Context: an optimization exercise on an open-source flow, tuned for small area, a short achievable clock period and few clock cycles per item. The choices shown serve that exercise and are no tape-out recipe.
In this exercise RTL edits were held to simulation tests only and were not proved equivalent to the original.

==> flow/design.v (excerpt) <==
module muldiv_unit (
    input  logic        clk,
    input  logic        rst,
    input  logic        start,
    input  logic [2:0]  op,
    input  logic [31:0] a,
    input  logic [31:0] b,
    output logic        busy,
    output logic [31:0] hi,
    output logic [31:0] lo
);
Size in the first run: roughly 140 flip-flops.
clock: 150.0 ns
lec_check: 0
abc_area: 1
cap_margin: 20
core_margin: 2
core_utilization: 40
slew_margin: 20
run.sh (not shown) runs the stock make flow with config.mk's settings and CLKGATE_MAP_FILE= SYNTH_SCRIPT=/design/flow/synth_recipe.tcl, a recipe that flattens the netlist after the stock synthesis.
The starting point ran to the end with no violations.
Testbench counts at the start, summed over its fixed seeds: cycles 40,931, ops 12,000.
Edit:
SYNTH_HIERARCHICAL = 1   (was not set)
=> Synthesized area climbs by about 6%. Sequential share of layout area drops by 0.13 points.


Setup of main:
Another version of the RTL of muldiv_unit (not shown whole).
Size: roughly 3,300 cells after synthesis, ~140 I/O pins.
Design muldiv_unit, start of the top module:
module muldiv_unit (
    input  logic        clk,
    input  logic        rst,
    input  logic        start,
    input  logic [2:0]  op,
    input  logic [31:0] a,
    input  logic [31:0] b,
    output logic        busy,
    output logic [31:0] hi,
    output logic [31:0] lo
);
    function automatic logic [5:0] clz32(input logic [31:0] v);
        clz32 = 6'd32;
        for (int i = 0; i < 32; i++)
            if (v[i]) clz32 = 6'(31 - i);
    endfunction
    function automatic logic [31:0] cneg(input logic [31:0] x, input logic s);
        logic o;
        o = 1'b0;
        for (int i = 0; i < 32; i++) begin
            cneg[i] = x[i] ^ (s & o);
            o = o | x[i];
        end
    endfunction
    logic        busy_r, first;
    logic [3:0]  cnt;
    logic [1:0]  opr;
    logic        qneg_r, aneg_r, bneg_r;
    logic [31:0] X;
    logic [34:0] M;
    assign busy = busy_r;
    logic is_mul, sgn_mul, sgn_div, sgn;
    assign is_mul  = ~opr[1];
    assign sgn_mul = (opr == 2'd0);
    assign sgn_div = (opr == 2'd2);
    assign sgn     = sgn_mul | sgn_div;
    logic xneg, mneg;
    assign xneg = sgn_div & X[31];
    assign mneg = sgn_div & M[31];
    logic [5:0] cx, cm;
    assign cx = clz32(X ^ {32{sgn & X[31]}});
    assign cm = clz32(M[31:0] ^ {32{sgn & M[31]}});
    logic       swap;
    logic [5:0] cmax, nbits;
    logic [2:0] nd;
    assign swap  = cm > cx;
    assign cmax  = swap ? cm : cx;
    assign nbits = 6'd33 - cmax;
    always_comb begin
        nd = 3'((nbits + 6'd7) >> 3);
        if (nd > 3'd4) nd = 3'd4;
    end
    logic [5:0] lza;
    logic signed [6:0] dd;
    logic [4:0] nq;
    assign lza = xneg ? (cx - 6'd1) : cx;
    assign dd  = 7'({1'b0, cm}) - 7'({1'b0, lza});
    always_comb begin
        if (dd[6]) nq = 5'd1;
  ...
export LEC_CHECK = 0
export ABC_AREA = 1
export CAP_MARGIN = 0
export CORE_MARGIN = 2
export CORE_UTILIZATION = 40
export CTS_BUF_LIST = sky130_fd_sc_hd__clkbuf_8
export CTS_CLUSTER_SIZE = 20
export SLEW_MARGIN = 0
create_clock -name core_clock -period 150.0 [get_ports {clk}]
standard.sh (not shown) runs the stock make flow with config.mk's settings and CLKGATE_MAP_FILE= SYNTH_SCRIPT=/design/flow/synth_recipe.tcl, a recipe that flattens the netlist after the stock synthesis.
==> flow/flow/run.sh <==
#!/bin/bash
# Layout flow: the standard ORFS flow (standard.sh) with two changes.
#  1. Synthesis maps the logic with flow/abc_area.script, an area-oriented
#     ABC script (map -a, then buffering and sizing). Registers are mapped
#     before ABC runs, so they are exactly the standard synthesis's.
#  2. Ports are buffered with sky130_fd_sc_hd__buf_2 cells.
# Each tool's log is under orfs/logs/; make's own output is in flow_make.log.
set -euo pipefail
W=$(pwd)
rm -rf "$W/scripts_mod"
cp -r "$FLOW_HOME/scripts" "$W/scripts_mod"
cp "$W/flow/abc_area.script" "$W/scripts_mod/abc_area.script"
export SCRIPTS_DIR="$W/scripts_mod"
export BUFFER_PORTS_ARGS="-buffer_cell sky130_fd_sc_hd__buf_2"
bash "$W/standard.sh" > "$W/flow_make.log" 2>&1
==> flow/flow/abc_area.script <==
strash
dch
map -a
topo
stime -c
buffer -c
upsize -c
dnsize -c
Testbench counts of main, summed over its fixed seeds: cycles 41,128, ops 12,000.
The inputs of the feature branch differ from those of main as listed below.
# main
export LEC_CHECK = 0
export ABC_AREA = 1
export CAP_MARGIN = 0
export CORE_MARGIN = 2
export CORE_UTILIZATION = 40
export CTS_BUF_LIST = sky130_fd_sc_hd__clkbuf_8
export CTS_CLUSTER_SIZE = 20
export SLEW_MARGIN = 0
create_clock -name core_clock -period 150.0 [get_ports {clk}]
# the feature branch
export LEC_CHECK = 0
export ABC_AREA = 1
export CAP_MARGIN = 20
export CORE_MARGIN = 2
export CORE_UTILIZATION = 40
export SLEW_MARGIN = 20
create_clock -name core_clock -period 150.0 [get_ports {clk}]
Findings:
Sort main and the feature branch by data required time at the worst endpoint, ascending, and main comes first.
Between main and the feature branch, the final standard cell count with taps included and fillers excluded does not differ in any meaningful way.
Compared main against the feature branch; upper clock frequency limit within noise.
The feature branch has number of diodes above what main had.
Per the comparison of the feature branch with main, final standard cell utilization of the core higher; wire length roughly the same.
When the feature branch is set beside main, its wire length of the first global-routing pass turns out to be 0.31% larger.
main went all the way through synthesis, placement and routing and the layout is clean on timing, DRC and antenna.
Both conditions hold for the feature branch: the flow ran to the end and the final layout passed the timing, DRC and antenna checks.


run A:
muldiv_unit, a different RTL version from the one above (not shown whole).
For scale: ~3,300 cells after synthesis, ~140 flip-flops, ~23,000 sq um of cells after synthesis.
export LEC_CHECK = 0
export ABC_AREA = 1
export CAP_MARGIN = 20
export CORE_MARGIN = 2
export CORE_UTILIZATION = 40
export CTS_CLUSTER_DIAMETER = 200
export CTS_CLUSTER_SIZE = 40
export SLEW_MARGIN = 20
export SYNTH_HIERARCHICAL = 1
create_clock -name core_clock -period 150.0 [get_ports {clk}]
Scripts as last shown in full above: flow/flow/run.sh, flow/flow/abc_area.script
Run A | stages: all done | timing, DRC, antenna: all pass
Testbench counts of run A, summed over its fixed seeds: cycles 40,931, ops 12,000.
> inputs changed (run A -> run B)
Settings: CTS_CLUSTER_DIAMETER no longer set, was 200.
[summary]
- Compared run A against run B; met3 wire length within noise.
- Delta (run B minus run A): area added between synthesis and finish was more or less identical, quantity of I/O buffers inserted on ports was more or less identical, final routed DRC violation total was more or less identical, hold violation count in the final report was more or less identical.
- Maximum clock insertion buffer count: run A vs run B identical
- Reported for run A and run B, count of cell types in the netlist turned out identical to the last digit.
- Shortest clock period the worst path allows after layout came out exactly the same in run A and run B.
Relative to run B, the following input files were edited for run C:
Settings: removing CTS_CLUSTER_SIZE (formerly 40).
==> comparison <==
Per the comparison of run C with run B, worst setup slack did not really move; post-synthesis cell type count comparable; post-synthesis xor/xnor area fraction held; number of placed cells counting well taps now sits at about the same level. Comparing run C against run B, there is no change at all in number of nets in the layout.

==> re-timing with driven ports <==
The flow's constraints put no driver on any port. The routed layouts listed below were extracted and timed again, unchanged, in two steps.
Step 1 sets driving cells, clkbuf_16 on the clock port and buf_2 on the other inputs (assumed; they add their load-dependent delay and slew).
Step 2 moves the port delays by t, midway between the first and last clock arrival at a register: inputs arrive t later, outputs are due t later. That takes back most of the time a late clock gives input paths.
a / b / c = ideal ports / drivers / drivers and shift; a / b = the first two.
run	t, ns	setup slack, ns	pins driven straight from the clock port
the first run of note 1	0.564	117.935 / 117.973 / 117.410	1
the second run of note 1	0.565	117.475 / 117.510 / 116.945	1
main	0.643	118.667 / 118.611 / 118.173	1
the feature branch	0.565	118.709 / 118.681 / 118.186	1
run A	0.559	118.703 / 118.646 / 118.390	1
run B	0.559	118.703 / 118.646 / 118.390	1
run C	0.559	118.703 / 118.646 / 118.390	1
After both steps setup and hold are still met in every run listed. For the second run of note 1, which loses most, drivers alone change the setup slack by +0.035 ns; drivers and shift together by -0.530 ns.
